From an optimization exercise on the open Yosys and OpenROAD flow, aimed at small area; shortcuts taken in it are not production practice.
In this exercise RTL edits were held to simulation tests only and were not proved equivalent to the original.
Power and IR drop assume default switching activity.

==> design/flow/design.v <==
`default_nettype none
module infix_expression_evaluator #(
	parameter int STACK_DEPTH = 16,
	parameter int VALUE_WIDTH = 32
) (
	input  wire logic        clk,
	input  wire logic        arst_n,
	input  wire logic        start,
	output logic             busy,
	input  wire logic [7:0]  symbol,
	input  wire logic        last,
	output logic             done,
	output logic [31:0]      value,
	output logic [1:0]       status
);
	localparam int N = 15;    
	localparam logic [2:0] P_ADD = 3'b000, P_SUB = 3'b001, P_MUL = 3'b100, P_DIV = 3'b101,
	                       P_OPEN = 3'b010, P_CLOSE = 3'b011, P_FIN = 3'b110, P_NOP = 3'b111;
	localparam logic [1:0] E_OK = 2'd0, E_BAD = 2'd1, E_DIVZ = 2'd2, E_STACK = 2'd3;
	localparam logic [3:0] S_IDLE = 4'd0, S_OPR = 4'd1, S_PRE = 4'd2, S_EMIT = 4'd3,
	                       S_LD = 4'd4, S_ZR = 4'd5, S_A1 = 4'd6, S_MV = 4'd7,
	                       S_A2 = 4'd8, S_ZC = 4'd9, S_SH = 4'd10, S_TR = 4'd11,
	                       S_NG1 = 4'd12, S_NG2 = 4'd13, S_POP = 4'd14;
	logic [3:0]  state;
	logic [3:0]  ph;             
	logic [4:0]  cnt_d, cnt_o;   
	logic [1:0]  err;
	logic [2:0]  pend, top_o;
	logic        lastq, f, neg;
	logic [5:0]  k;
	logic [31:0] X, Y, R;
	logic [N*32-1:0] ring;
	logic [N*3-1:0]  oring;
	wire [31:0] tap  = ring[N*32-1 -: 32];
	wire [2:0]  otap = oring[N*3-1 -: 3];
	wire is_dig = (symbol >= 8'd48) && (symbol <= 8'd57);
	logic       is_op;
	logic [2:0] sym_code;
	always_comb begin
		is_op = 1'b1;
		sym_code = P_ADD;
		case (symbol)
			8'd43: sym_code = P_ADD;
			8'd45: sym_code = P_SUB;
			8'd42: sym_code = P_MUL;
			8'd47: sym_code = P_DIV;
			8'd40: sym_code = P_OPEN;
			8'd41: sym_code = P_CLOSE;
			default: is_op = 1'b0;
		endcase
	end
	wire [3:0] cd1 = 4'(cnt_d - 5'd1);
	wire [3:0] cd2 = 4'(cnt_d - 5'd2);
	wire [3:0] co1 = 4'(cnt_o - 5'd1);
	wire [3:0] co2 = 4'(cnt_o - 5'd2);
	wire d_empty = (cnt_d == 5'd0);
	wire d_full  = (cnt_d == 5'd16);
	wire o_empty = (cnt_o == 5'd0);
	wire o_full  = (cnt_o == 5'd16);
	wire dig_wait = is_dig && (err == E_OK) && !d_empty && !d_full && (ph != cd1);
	assign busy = (state != S_IDLE) || dig_wait;
	wire acc = start && !busy;
	wire op_mul = (top_o == P_MUL);
	wire op_div = (top_o == P_DIV);
	wire op_sub = (top_o == P_SUB);
	logic        inv;
	wire  [32:0] T  = {1'b0, R} + ({X[31], X} ^ {33{inv}}) + 33'(inv);
	wire         nb = !T[32];
	always_comb begin
		case (state)
			S_A1:  inv = op_div & X[31];
			S_A2:  inv = op_sub;
			S_NG2: inv = neg;
			default: inv = op_div & !X[31];
		endcase
	end
	logic [3:0] state_n;
	logic [4:0] cnt_d_n, cnt_o_n;
	logic [1:0] err_n;
	logic [2:0] pend_n, top_o_n;
	logic       lastq_n;
	logic       wr_d, wr_o;
	logic       red, push, pop, fin_now, cdone;
	logic       x_tap, x_y, y_r, y_sh, r_zero, r_dig, r_sum, r_sh;
	always_comb begin
		state_n = state;
		cnt_d_n = cnt_d;
		cnt_o_n = cnt_o;
		err_n   = err;
		pend_n  = pend;
		top_o_n = top_o;
		lastq_n = lastq;
		wr_d = 1'b0; wr_o = 1'b0;
		x_tap = 1'b0; x_y = 1'b0; y_r = 1'b0; y_sh = 1'b0;
		r_zero = 1'b0; r_dig = 1'b0; r_sum = 1'b0; r_sh = 1'b0;
		done = 1'b0;
		red = 1'b0; push = 1'b0; pop = 1'b0; fin_now = 1'b0; cdone = 1'b0;
		case (state)
			S_IDLE: if (acc) begin
				if (err != E_OK) begin
					if (last) state_n = S_PRE;
				end else if (is_dig) begin
					if (d_full) begin
						err_n = E_STACK;
						if (last) state_n = S_PRE;
					end else begin
						wr_d = !d_empty;
						r_dig = 1'b1;
						cnt_d_n = cnt_d + 5'd1;
						if (last) begin
							pend_n = P_FIN;
							lastq_n = 1'b1;
							state_n = S_OPR;
						end
					end
				end else if (is_op) begin
					pend_n = sym_code;
					lastq_n = last;
					state_n = S_OPR;
				end else begin
					err_n = E_BAD;
					if (last) state_n = S_PRE;
				end
			end
			S_OPR: begin
				red = 1'b0; push = 1'b0; pop = 1'b0; fin_now = 1'b0; cdone = 1'b0;
				case (pend)
					P_ADD, P_SUB: if (!o_empty && top_o != P_OPEN) red = 1'b1; else push = 1'b1;
					P_MUL, P_DIV: if (!o_empty && top_o[2]) red = 1'b1; else push = 1'b1;
					P_OPEN: push = 1'b1;
					P_CLOSE: begin
						if (o_empty) err_n = E_STACK;
						else if (top_o != P_OPEN) red = 1'b1;
						else begin pop = 1'b1; pend_n = P_NOP; end
					end
					P_NOP: cdone = 1'b1;
					default: begin  
						if (o_empty) fin_now = 1'b1;
						else if (top_o != P_OPEN) red = 1'b1;
						else pop = 1'b1;
					end
				endcase
				if (o_empty && pend == P_CLOSE) begin
					state_n = lastq ? S_PRE : S_IDLE;
				end else if (fin_now) begin
					if (d_empty) err_n = E_STACK;
					state_n = S_PRE;
				end else if (pop) begin
					state_n = S_POP;
				end else if (red) begin
					if (cnt_d < 5'd2) begin
						err_n = E_STACK;
						state_n = lastq ? S_PRE : S_IDLE;
					end else state_n = S_LD;
				end else if (push) begin
					if (o_full) begin
						err_n = E_STACK;
						state_n = lastq ? S_PRE : S_IDLE;
					end else if (o_empty || ph == co1) begin
						wr_o = !o_empty;
						top_o_n = pend;
						cnt_o_n = cnt_o + 5'd1;
						cdone = 1'b1;
					end
				end
				if (cdone) begin
					if (lastq) pend_n = P_FIN;
					else state_n = S_IDLE;
				end
			end
			S_POP: begin
				if (cnt_o < 5'd2 || ph == co2) begin
					top_o_n = otap;
					cnt_o_n = cnt_o - 5'd1;
					state_n = S_OPR;
				end
			end
			S_LD: begin
				if (ph == cd2) begin
					x_tap = 1'b1;
					y_r = 1'b1;
					cnt_d_n = cnt_d - 5'd1;
					state_n = S_ZR;
				end
			end
			S_ZR: begin
				r_zero = 1'b1;
				state_n = op_mul ? S_SH : S_A1;
			end
			S_A1: begin
				r_sum = 1'b1;
				state_n = S_MV;
			end
			S_MV: begin
				x_y = 1'b1;
				y_r = 1'b1;
				if (op_div) begin
					r_zero = 1'b1;
					state_n = S_ZC;
				end else state_n = S_A2;
			end
			S_A2: begin
				r_sum = 1'b1;
				state_n = S_POP;
			end
			S_ZC: begin
				if (nb) begin
					err_n = E_DIVZ;
					state_n = lastq ? S_PRE : S_IDLE;
				end else state_n = S_SH;
			end
			S_SH: begin
				r_sh = 1'b1;
				y_sh = 1'b1;
				state_n = (k == 6'd32) ? S_NG1 : S_TR;
			end
			S_TR: begin
				r_sum = op_mul ? f : nb;
				state_n = (op_mul && k == 6'd31) ? S_POP : S_SH;
			end
			S_NG1: begin
				x_y = 1'b1;
				r_zero = 1'b1;
				state_n = S_NG2;
			end
			S_NG2: begin
				r_sum = 1'b1;
				state_n = S_POP;
			end
			S_PRE: begin
				r_zero = (err != E_OK);
				state_n = S_EMIT;
			end
			S_EMIT: begin
				done = 1'b1;
				cnt_d_n = 5'd0;
				cnt_o_n = 5'd0;
				err_n = E_OK;
				state_n = S_IDLE;
			end
			default: state_n = S_IDLE;
		endcase
	end
	always_ff @(posedge clk or negedge arst_n) begin
		if (!arst_n) begin
			state <= S_IDLE;
			ph    <= 4'd0;
			cnt_d <= 5'd0;
			cnt_o <= 5'd0;
			err   <= E_OK;
		end else begin
			state <= state_n;
			ph    <= (ph == 4'(N-1)) ? 4'd0 : ph + 4'd1;
			cnt_d <= cnt_d_n;
			cnt_o <= cnt_o_n;
			err   <= err_n;
		end
	end
	always_ff @(posedge clk) begin
		pend  <= pend_n;
		top_o <= top_o_n;
		lastq <= lastq_n;
		if (state == S_SH) f <= Y[31];
		else if (state == S_TR) f <= nb;
		if (state == S_A1) neg <= X[31] ^ Y[31];
		if (state == S_ZC) k <= 6'd0;
		else if (state == S_ZR) k <= 6'd0;
		else if (state == S_TR) k <= k + 6'd1;
		if (x_tap) X <= tap;
		else if (x_y) X <= Y;
		if (y_r) Y <= R;
		else if (y_sh) Y <= {Y[30:0], f};
		if (r_sum) R <= T[31:0];
		else if (r_sh) R <= {R[30:0], op_div & Y[31]};
		else if (r_dig) R <= {28'd0, symbol[3:0]};
		else if (r_zero) R <= 32'd0;
		ring  <= {ring[(N-1)*32-1:0], wr_d ? R : tap};
		oring <= {oring[(N-1)*3-1:0], wr_o ? top_o : otap};
	end
	assign value  = R;
	assign status = err;
endmodule
`default_nettype wire
==> design/flow/run.sh <==
#!/bin/bash
# synth_recipe.tcl (not shown) runs the flow's synth.tcl, then flattens the netlist and writes it again
# the make line also repeats each setting of config.mk as NAME=value (left out here)
make -C /OpenROAD-flow-scripts/flow DESIGN_CONFIG=/design/flow/config.mk WORK_HOME=/design/flow/orfs CLKGATE_MAP_FILE= SYNTH_SCRIPT=/design/flow/synth_recipe.tcl finish
==> design/flow/config.mk <==
export PLATFORM = sky130hd
export DESIGN_NAME = infix_expression_evaluator
export DESIGN_NICKNAME = infix_expression_evaluator
export VERILOG_FILES = /design/flow/design.v
export SDC_FILE = /design/flow/constraint.sdc
export NUM_CORES = 4
export LEC_CHECK = 0
export CAP_MARGIN = 20
export CORE_MARGIN = 2
export CORE_UTILIZATION = 40
export SLEW_MARGIN = 20
==> design/flow/constraint.sdc <==
create_clock -name core_clock -period 9.0 [get_ports {clk}]
set_input_delay 1.8000 -clock core_clock [delete_from_list [all_inputs] [get_ports {clk}]]
set_output_delay 1.8000 -clock core_clock [all_outputs]
set_load 0.01 [all_outputs]
==> run_summary.xml, run 1 <==
<?xml version="1.0" encoding="UTF-8"?>
<metrics>
  <group name="critical_path">
    <metric name="cell_with_the_biggest_individual_delay_on_the_critical_path" unit="">sky130_fd_sc_hd__o211ai_4</metric>
    <metric name="worst_ep_required_time" unit="ns">9.23</metric>
    <metric name="worst-path-buf-inv" unit="">2</metric>
    <metric name="critPathLaunch" unit="">state[2]</metric>
    <metric name="timing.critical_path.arrival" unit="ns">6.67</metric>
    <metric name="path_cells" unit="">nand2b_1, a21oi_1, a211o_1, nand2_1, o21ai_4, buf_4, xor2_1, ha_1, nand3_1, a21oi_2, o221ai_2, o31a_4, o211ai_4, a41oi_2, xnor2_2, o211ai_4, or3_1, buf_4</metric>
    <metric name="r2r_end" unit="">R[24]</metric>
    <metric name="r2r-start" unit="">state[2]</metric>
    <metric name="crit_type" unit="">reg2reg</metric>
    <metric name="critical-path-max-stage-delay" unit="ns">0.82</metric>
    <metric name="critPathCapture" unit="">R[24]</metric>
    <metric name="critical_path_peak_fanout" unit="">33</metric>
    <metric name="kind_of_end_point_of_the_critical_path" unit="">flip-flop</metric>
    <metric name="crit_cells" unit="">18</metric>
    <metric name="critical-path-top-delay-family" unit="">compound AO/OA/AOI/OAI gates</metric>
    <metric name="startpoint_type" unit="">flip-flop</metric>
    <metric name="worst_reg2reg_setup_slack" unit="ns">2.56</metric>
    <metric name="reg2reg_depth" unit="">18</metric>
  </group>
  <group name="placed_design">
    <metric name="place.port_buffers" unit="">47</metric>
    <metric name="dpl.hpwl" unit="microns">23600</metric>
    <metric name="detailed_place.area" unit="sq mm">0.0211</metric>
    <metric name="global_placement_routability_congestion" unit="">0.864</metric>
  </group>
  <group name="grt">
    <metric name="grt.overflow.total" unit="">0</metric>
    <metric name="grt.total_usage" unit="">0.145</metric>
    <metric name="antenna_found_initial" unit="">0</metric>
    <metric name="grt_pass1_vias" unit="">10700</metric>
    <metric name="grt_max_degree" unit="">34</metric>
    <metric name="grt_pass1_wl" unit="microns">58800</metric>
  </group>
  <group name="flow_run">
    <metric name="timing.max_cap.violations" unit="">0</metric>
  </group>
  <group name="die">
    <metric name="die_area" unit="sq mm">0.0517</metric>
    <metric name="floorplan.io_pins" unit="">48</metric>
    <metric name="initial_core_util" unit="">0.406</metric>
    <metric name="die_w" unit="microns">227</metric>
    <metric name="rows" unit="">81</metric>
    <metric name="die_height" unit="microns">227</metric>
    <metric name="core" unit="sq mm">0.0492</metric>
  </group>
  <group name="cts">
    <metric name="ctsResizeCount" unit="">0</metric>
    <metric name="tritoncts" unit="">yes</metric>
    <metric name="postCtsHoldBufs" unit="">0</metric>
    <metric name="number_of_clock_sinks" unit="">656</metric>
    <metric name="insertion_delay" unit="ns">0.61</metric>
    <metric name="postCtsSetupRepairBufs" unit="">0</metric>
    <metric name="maximum_clock_path_buffer_count" unit="">3</metric>
    <metric name="cts_clk_pin_slew_worst_paths" unit="ns">0.06</metric>
    <metric name="tritoncts.num_buffers" unit="">60</metric>
    <metric name="cts.root.buffer_cell" unit="">sky130_fd_sc_hd__clkbuf_16</metric>
    <metric name="cts-htree-levels" unit="">2</metric>
  </group>
  <group name="finish">
    <metric name="finish.instance_area" unit="sq mm">0.0232</metric>
    <metric name="postLayoutCoreUtil" unit="">0.473</metric>
    <metric name="layout-area-overhead-vs-synth" unit="%">16.3</metric>
    <metric name="layout-drive-gt1-share" unit="">0.151</metric>
    <metric name="final_nets" unit="">1573</metric>
    <metric name="num_antenna_cells" unit="">0</metric>
  </group>
  <group name="synth">
    <metric name="synth-warning-count" unit="">1</metric>
    <metric name="yosys_most_used_dff" unit="">sky130_fd_sc_hd__dfxtp_1</metric>
    <metric name="area_share_of_the_largest_cell_type_after_synthesis" unit="">0.532</metric>
    <metric name="synth_cells" unit="">1443</metric>
    <metric name="synth.distinct_cells" unit="">75</metric>
    <metric name="synth-async-reset-ratio" unit="">0.0305</metric>
    <metric name="syn_area" unit="sq mm">0.0200</metric>
    <metric name="postSynthAreaPerCell" unit="sq um">13.8</metric>
    <metric name="synth_register_bits" unit="">656</metric>
    <metric name="ys_seq_area_frac" unit="">0.715</metric>
    <metric name="synth.largest_area_cell" unit="">sky130_fd_sc_hd__dfxtp_1</metric>
    <metric name="synthTopCellsByArea" unit="">sky130_fd_sc_hd__dfxtp_1 (53%), sky130_fd_sc_hd__edfxtp_1 (16%), sky130_fd_sc_hd__mux2_2 (5.6%), sky130_fd_sc_hd__ha_1 (2.8%), sky130_fd_sc_hd__xor2_1 (2.5%)</metric>
    <metric name="post-synth-top-count-cell" unit="">sky130_fd_sc_hd__dfxtp_1</metric>
    <metric name="syn-num-nets" unit="">1500</metric>
    <metric name="synth_edf_count" unit="">105</metric>
    <metric name="synth_top_cells_by_count" unit="">sky130_fd_sc_hd__dfxtp_1 (531), sky130_fd_sc_hd__edfxtp_1 (105), sky130_fd_sc_hd__mux2_2 (100)</metric>
  </group>
  <group name="sta">
    <metric name="final.period_utilization" unit="">0.715</metric>
    <metric name="rsz_0062_raised_after_global_routing" unit="">false</metric>
    <metric name="count_of_final_setup_violators" unit="">0</metric>
    <metric name="whs" unit="ns">0.296</metric>
    <metric name="clock-skew-final" unit="ns">0.0372</metric>
    <metric name="slew_headroom" unit="">0.335</metric>
    <metric name="highest_clock_rate" unit="GHz">0.155</metric>
    <metric name="max_slew.worst_pin.slew" unit="ns">0.992</metric>
    <metric name="final_hold_viol_count" unit="">0</metric>
    <metric name="tns" unit="ns">0</metric>
    <metric name="post-route-min-period" unit="ns">6.44</metric>
    <metric name="final-max-slew-violation-count" unit="">0</metric>
  </group>
  <group name="power_and_ir_drop">
    <metric name="power.ir.vdd_worst" unit="V">0.000229</metric>
    <metric name="leakage" unit="uW">0.00914</metric>
    <metric name="p_per_cell_area" unit="mW/mm^2">364</metric>
    <metric name="totalPowerFinal" unit="uW">8450</metric>
  </group>
  <group name="route">
    <metric name="drt_iter0_drc" unit="">749</metric>
    <metric name="detail_route.drc_violations" unit="">0</metric>
    <metric name="vias" unit="">10700</metric>
    <metric name="detail_route.wl_per_cell" unit="microns">16.4</metric>
    <metric name="routed_via_density" unit="">4.81</metric>
    <metric name="final_antenna_net_count" unit="">0</metric>
    <metric name="detail_route.wirelength" unit="microns">36500</metric>
    <metric name="detail_route.first_pass.iterations" unit="">5</metric>
  </group>
  <group name="outcome">
    <metric name="status" unit="">finished clean</metric>
  </group>
  <group name="hold_path">
    <metric name="min_path_type" unit="">reg2reg</metric>
  </group>
</metrics>
-- cell usage in the layout (no fill, tap or decap), types with 7 or more instances in the layout --
master,Yosys,layout
sky130_fd_sc_hd__nand2_1,79,79
sky130_fd_sc_hd__buf_4,2,7
sky130_fd_sc_hd__a31oi_1,8,8
sky130_fd_sc_hd__dfrtp_1,20,20
sky130_fd_sc_hd__nand3_1,23,23
sky130_fd_sc_hd__o21ai_0,45,45
sky130_fd_sc_hd__clkinv_2,0,15
sky130_fd_sc_hd__clkbuf_16,0,65
sky130_fd_sc_hd__o31ai_1,11,11
sky130_fd_sc_hd__a22o_1,27,27
sky130_fd_sc_hd__dfxtp_1,531,531
sky130_fd_sc_hd__mux2_2,100,100
sky130_fd_sc_hd__nand4_1,10,10
sky130_fd_sc_hd__nand2b_1,12,12
sky130_fd_sc_hd__a21o_1,16,16
sky130_fd_sc_hd__clkdlybuf4s50_1,0,46
sky130_fd_sc_hd__xnor2_1,26,26
sky130_fd_sc_hd__nor2_1,60,58
sky130_fd_sc_hd__nor2b_1,9,9
sky130_fd_sc_hd__a22oi_1,7,7
sky130_fd_sc_hd__xor2_1,58,58
sky130_fd_sc_hd__inv_1,22,22
sky130_fd_sc_hd__ha_1,44,44
sky130_fd_sc_hd__nor3_1,10,10
sky130_fd_sc_hd__a21oi_1,65,65
sky130_fd_sc_hd__edfxtp_1,105,105
sky130_fd_sc_hd__clkbuf_1,24,9
-- how the worst min path moves through the flow --
stage	cells after the start	slack, ns	startpoint	end
2_1_floorplan	0	0.31	oring[7]	oring[10]
3_3_place_gp	0	0.31	ring[411]	ring[443]
3_5_place_dp	0	0.31	ring[120]	ring[152]
4_1_cts	0	0.29	ring[30]	ring[62]
5_1_grt	0	0.30	ring[28]	ring[60]
6_report	0	0.30	ring[29]	ring[61]
-- stage by stage --
stage,cells,worst slack (ns)
5_1_grt,2229,2.13
2_1_floorplan,1443,4.00
3_3_place_gp,2117,2.72
4_1_cts,2228,2.53
3_5_place_dp,2117,2.58
6_report,2229,2.56
-- final cells by class --
class | instances | area (sq um)
timing repair buffer | 55 | 546
inverter | 22 | 82.6
clock inverter | 31 | 338
multi-input combinational | 721 | 5410
tap | 664 | 831
clock buffer | 80 | 1740
fill | 4310 | 25900
sequential | 656 | 14300
-- state kept, by name, indices dropped and copies added, names as in the netlist, 3 cells and up --
register / count
pend: 3
state: 4
X: 32
oring: 45
top_o: 3
cnt_o: 5
cnt_d: 5
ph: 4
R: 32
k: 6
Y: 32
ring: 480
-- worst reg2reg max path, delay by kind of cell (launching register included) --
kind,cells,cell delay (ns)
buffers and inverters,2,0.82
XOR/XNOR,2,0.33
adder cells (fa/ha/maj),1,0.39
AO/OA/AOI/OAI,9,2.88
AND/OR/NAND/NOR,4,0.80
flip-flops,1,0.80
-- cell families after synthesis --
| group | count (synthesis) | share of synthesized area |
|---|---|---|
| fa+ha+maj | 45 | 0.0286 |
| mux | 103 | 0.0579 |
| xor+xnor | 86 | 0.0385 |
| flops | 656 | 0.715 |
| compound gates | 250 | 0.0878 |
| simple gates | 237 | 0.0573 |
| buf+inv | 66 | 0.0147 |
-- report_power, final --
part	switching [uW]	internal (uW)	total, uW
combinational	1310	966	2280
clock	1070	1510	2590
sequential	295	3290	3590
total	2680	5770	8450
-- metal layers --
layer / wire [microns] / track usage
met1: 17800 / 0.202
met5: 0 / 0
met4: 925 / 0.0523
met2: 16300 / 0.226
met3: 1500 / 0.0262
==> run 2: changes to the inputs <==
--- a/design/flow/config.mk
+++ b/design/flow/config.mk
@@ -5,7 +5,9 @@
 export SDC_FILE = /design/flow/constraint.sdc
 export NUM_CORES = 4
 export LEC_CHECK = 0
+export ABC_AREA = 1
 export CAP_MARGIN = 20
 export CORE_MARGIN = 2
 export CORE_UTILIZATION = 40
+export CTS_BUF_LIST = sky130_fd_sc_hd__clkbuf_4
 export SLEW_MARGIN = 20
==> run_summary.xml, run 2 <==
<?xml version="1.0" encoding="UTF-8"?>
<metrics>
  <group name="synth">
    <metric name="synth.distinct_cells" unit="">50</metric>
    <metric name="yosys_most_used_dff" unit="">sky130_fd_sc_hd__dfxtp_1</metric>
    <metric name="postSynthAreaPerCell" unit="sq um">11.1</metric>
    <metric name="area_share_of_the_largest_cell_type_after_synthesis" unit="">0.529</metric>
    <metric name="synth-warning-count" unit="">1</metric>
    <metric name="post_synthesis_share_of_cell_area_spent_on_xor_and_xnor_gates" unit="">0.0335</metric>
    <metric name="synth.largest_area_cell" unit="">sky130_fd_sc_hd__dfxtp_1</metric>
    <metric name="ys_seq_area_frac" unit="">0.711</metric>
    <metric name="syn_area" unit="sq mm">0.0201</metric>
    <metric name="synth_edf_count" unit="">105</metric>
    <metric name="multiplexer_area_fraction_after_synthesis" unit="">0</metric>
    <metric name="synthTopCellsByArea" unit="">sky130_fd_sc_hd__dfxtp_1 (53%), sky130_fd_sc_hd__edfxtp_1 (16%), sky130_fd_sc_hd__nand2_1 (7.1%), sky130_fd_sc_hd__o21ai_0 (3.0%), sky130_fd_sc_hd__xor2_1 (2.9%)</metric>
    <metric name="synth_compound_area_frac" unit="">0.0662</metric>
    <metric name="synthAdderAreaFrac" unit="">0.0284</metric>
    <metric name="synth_cells" unit="">1809</metric>
    <metric name="synth_top_cells_by_count" unit="">sky130_fd_sc_hd__dfxtp_1 (531), sky130_fd_sc_hd__nand2_1 (379), sky130_fd_sc_hd__inv_1 (146)</metric>
    <metric name="syn-num-nets" unit="">1866</metric>
    <metric name="post_synth_and_or_nand_nor_area_fraction" unit="">0.126</metric>
    <metric name="synth-async-reset-ratio" unit="">0.0305</metric>
    <metric name="synth_top_family_by_area" unit="">simple AND/OR/NAND/NOR gates</metric>
    <metric name="post-synth-top-count-cell" unit="">sky130_fd_sc_hd__dfxtp_1</metric>
    <metric name="synth_register_bits" unit="">656</metric>
  </group>
  <group name="sta">
    <metric name="post-route-min-period" unit="ns">5.52</metric>
    <metric name="highest_clock_rate" unit="GHz">0.181</metric>
    <metric name="count_of_final_setup_violators" unit="">0</metric>
    <metric name="rsz_0062_raised_after_global_routing" unit="">false</metric>
    <metric name="postLayoutSetupSlackWorst" unit="ns">3.48</metric>
    <metric name="tns" unit="ns">0</metric>
    <metric name="clock-skew-final" unit="ns">0.0591</metric>
    <metric name="final-max-slew-violation-count" unit="">0</metric>
    <metric name="max_slew.worst_pin.slew" unit="ns">1.04</metric>
    <metric name="slew_headroom" unit="">0.305</metric>
    <metric name="final.period_utilization" unit="">0.613</metric>
    <metric name="final_hold_viol_count" unit="">0</metric>
  </group>
  <group name="critical_path">
    <metric name="timing.critical_path.arrival" unit="ns">3.72</metric>
    <metric name="critical_path_peak_fanout" unit="">5</metric>
    <metric name="r2r-start" unit="">state[2]</metric>
    <metric name="reg2reg_depth" unit="">22</metric>
    <metric name="critPathLaunch" unit="">symbol[5]</metric>
    <metric name="worst_reg2reg_setup_slack" unit="ns">4.26</metric>
    <metric name="crit_type" unit="">in2out</metric>
    <metric name="worst_ep_required_time" unit="ns">7.20</metric>
    <metric name="startpoint_type" unit="">input port</metric>
    <metric name="kind_of_end_point_of_the_critical_path" unit="">output port</metric>
    <metric name="r2r_end" unit="">R[23]</metric>
  </group>
  <group name="finish">
    <metric name="layout.cells.most_common" unit="">sky130_fd_sc_hd__dfxtp_1</metric>
    <metric name="layout_top_registers" unit="">ring x480, oring x45</metric>
    <metric name="n_fill_cell" unit="">4734</metric>
    <metric name="final_nets" unit="">2050</metric>
    <metric name="largest_register_ffs" unit="">480</metric>
    <metric name="layout-area-overhead-vs-synth" unit="%">16.4</metric>
    <metric name="top_register" unit="">ring</metric>
    <metric name="layout.area.seq" unit="sq mm">0.0143</metric>
    <metric name="layout-drive-gt1-share" unit="">0.131</metric>
    <metric name="final_cell_mix" unit="">sky130_fd_sc_hd__dfxtp_1 (531), sky130_fd_sc_hd__nand2_1 (379), sky130_fd_sc_hd__clkbuf_4 (222)</metric>
    <metric name="multiInputGateArea" unit="sq mm">0.00512</metric>
  </group>
  <group name="placed_design">
    <metric name="place.port_buffers" unit="">47</metric>
    <metric name="place_ws" unit="ns">3.46</metric>
    <metric name="dpl.hpwl" unit="microns">27000</metric>
    <metric name="global_placement_routability_congestion" unit="">0.896</metric>
  </group>
  <group name="grt">
    <metric name="grt_use_met2" unit="">0.252</metric>
    <metric name="grt_max_degree" unit="">67</metric>
    <metric name="grt.overflow.total" unit="">0</metric>
    <metric name="groute.layer.met3.usage" unit="">0.0496</metric>
    <metric name="grt_pass1_wl" unit="microns">67100</metric>
    <metric name="antenna_found_initial" unit="">2</metric>
    <metric name="grt_most_used_layer" unit="">met2</metric>
    <metric name="grt_pass1_vias" unit="">13000</metric>
    <metric name="grt.total_usage" unit="">0.163</metric>
    <metric name="global_route.usage.met1" unit="">0.213</metric>
  </group>
  <group name="power_and_ir_drop">
    <metric name="power.ir.vdd_worst" unit="V">0.000162</metric>
    <metric name="leakage" unit="uW">0.00993</metric>
    <metric name="p_per_cell_area" unit="mW/mm^2">361</metric>
  </group>
  <group name="cts">
    <metric name="maximum_clock_path_buffer_count" unit="">3</metric>
    <metric name="cts_clk_pin_slew_worst_paths" unit="ns">0.06</metric>
    <metric name="cts-htree-levels" unit="">4</metric>
    <metric name="number_of_clock_sinks" unit="">656</metric>
    <metric name="tritoncts" unit="">yes</metric>
    <metric name="ctsResizeCount" unit="">0</metric>
    <metric name="postCtsSetupRepairBufs" unit="">0</metric>
    <metric name="cts.root.buffer_cell" unit="">sky130_fd_sc_hd__clkbuf_4</metric>
    <metric name="insertion_delay" unit="ns">0.94</metric>
    <metric name="postCtsHoldBufs" unit="">0</metric>
    <metric name="tritoncts.num_buffers" unit="">158</metric>
  </group>
  <group name="route">
    <metric name="detail_route.wirelength" unit="microns">41200</metric>
    <metric name="final_antenna_net_count" unit="">0</metric>
    <metric name="drt_iter0_drc" unit="">730</metric>
    <metric name="routed_via_density" unit="">4.48</metric>
    <metric name="detail_route.first_pass.iterations" unit="">4</metric>
    <metric name="detail_route.wl_per_cell" unit="microns">14.8</metric>
    <metric name="detail_route.drc_violations" unit="">0</metric>
    <metric name="vias" unit="">12500</metric>
  </group>
  <group name="hold_path">
    <metric name="min_path_cells" unit="">0</metric>
    <metric name="min_path_type" unit="">reg2reg</metric>
    <metric name="hold_path_end" unit="">ring[439]</metric>
    <metric name="holdCritStartpoint" unit="">ring[407]</metric>
  </group>
  <group name="die">
    <metric name="die_height" unit="microns">228</metric>
    <metric name="die_area" unit="sq mm">0.0521</metric>
    <metric name="initial_core_util" unit="">0.403</metric>
    <metric name="core" unit="sq mm">0.0499</metric>
    <metric name="die_w" unit="microns">228</metric>
    <metric name="floorplan.io_pins" unit="">48</metric>
    <metric name="rows" unit="">82</metric>
  </group>
  <group name="outcome">
    <metric name="status" unit="">finished clean</metric>
  </group>
  <group name="flow_run">
    <metric name="timing.max_cap.violations" unit="">0</metric>
  </group>
</metrics>
run 2: cell count changes in the layout (fill, tap and decap cells not counted), sizes merged, moves of 27 or more:
cell / before / now
clkbuf: 80 / 222
nand3: 23 / 55
nor2: 60 / 114
inv: 27 / 154
nand2: 79 / 383
o21ai: 47 / 137
a22o: 27 / 0
mux2: 100 / 0
run 2: logic make-up after synthesis:
group / count (synthesis)
xor gates and xnor gates: 77
adders and majority gates: 45
and+or+nand+nor: 608
DFF: 656
buffers and inverters: 181
AOI/OAI and AO/OA: 242
run 2: worst max-delay path by stage:
stage,to,slack [ns],depth (start not counted)
floorplan,R[0],4.29,9
global placement,busy,3.47,11
detailed placement,busy,3.46,11
CTS,busy,3.46,11
global route,busy,3.24,11
finish,busy,3.48,11
run 2: per-stage QoR:
step           power, uW  cells  utilization  hold WS [ns]  cell area (sq um)
5_1_grt             9090   2786        0.469         0.289              23400
3_5_place_dp        6140   2505        0.428         0.312              21300
4_1_cts             8600   2781        0.469         0.278              23400
2_1_floorplan       5300   1809            -         0.310              20100
3_3_place_gp        6150   2505        0.428         0.311              21300
6_report            8460   2786        0.469         0.287              23400
run 2: worst max-delay path: stages:
cell                              delay [ns]
sky130_fd_sc_hd__clkdlybuf4s50_1        0.45
sky130_fd_sc_hd__inv_1                  0.03
sky130_fd_sc_hd__nor2_1                 0.08
sky130_fd_sc_hd__nand2_1                0.07
sky130_fd_sc_hd__nor2_1                 0.08
sky130_fd_sc_hd__inv_1                  0.04
sky130_fd_sc_hd__or2_1                  0.26
sky130_fd_sc_hd__nor3_1                 0.14
sky130_fd_sc_hd__o21ai_1                0.14
sky130_fd_sc_hd__nand2_1                0.09
sky130_fd_sc_hd__clkdlybuf4s50_1        0.54
run 2: per-layer routing:
metal  vias to the layer above  routed length [microns]
met1                      5821                    19800
met2                       254                    18700
li1                       6339                        -
met3                        68                     1800
met5                         -                        0
met4                         0                      897
run 2: cell type report:
cell class	instances	area share
Clock buffer	222	0.0712
Multi-Input combinational cell	972	0.219
Clock inverter	54	0.0160
Sequential cell	656	0.611
Timing Repair Buffer	55	0.0225
Tap cell	672	0.0359
Inverter	150	0.0241
Antenna cell	5	0.000535
run 2: power breakdown:
group | switching (uW) | internal, uW | leakage, uW
logic | 1620 | 891 | 0.00324
clock network | 1120 | 1270 | 0.00119
registers | 222 | 3340 | 0.00550

-- re-timing with driven ports --
No port has a modelled driver above. Below, the same layouts with a new extraction and two added sets of constraints.
Step 1 assumes that a clkbuf_16 drives the clock port and a buf_2 every other input.
Step 2 moves the port delays by t, midway between the first and last clock arrival at a register: inputs arrive t later, outputs are due t later. That takes back most of the time a late clock gives input paths.
Slacks: ideal ports / drivers / drivers and shift; pairs: ideal ports / drivers.
run | t (ns) | setup WS [ns] | clock arrival spread, ns | worst data-port slew with drivers (ns)
run 1 | 0.649 | 2.563 / 2.563 / 2.563 | 0.039 / 0.039 | 0.05
run 2 | 0.962 | 3.479 / 3.453 / 3.453 | 0.070 / 0.070 | 0.04
After both steps every run listed still meets setup and hold. For run 2, which loses most, drivers alone change the setup slack by -0.026 ns; drivers and shift together by -0.026 ns.
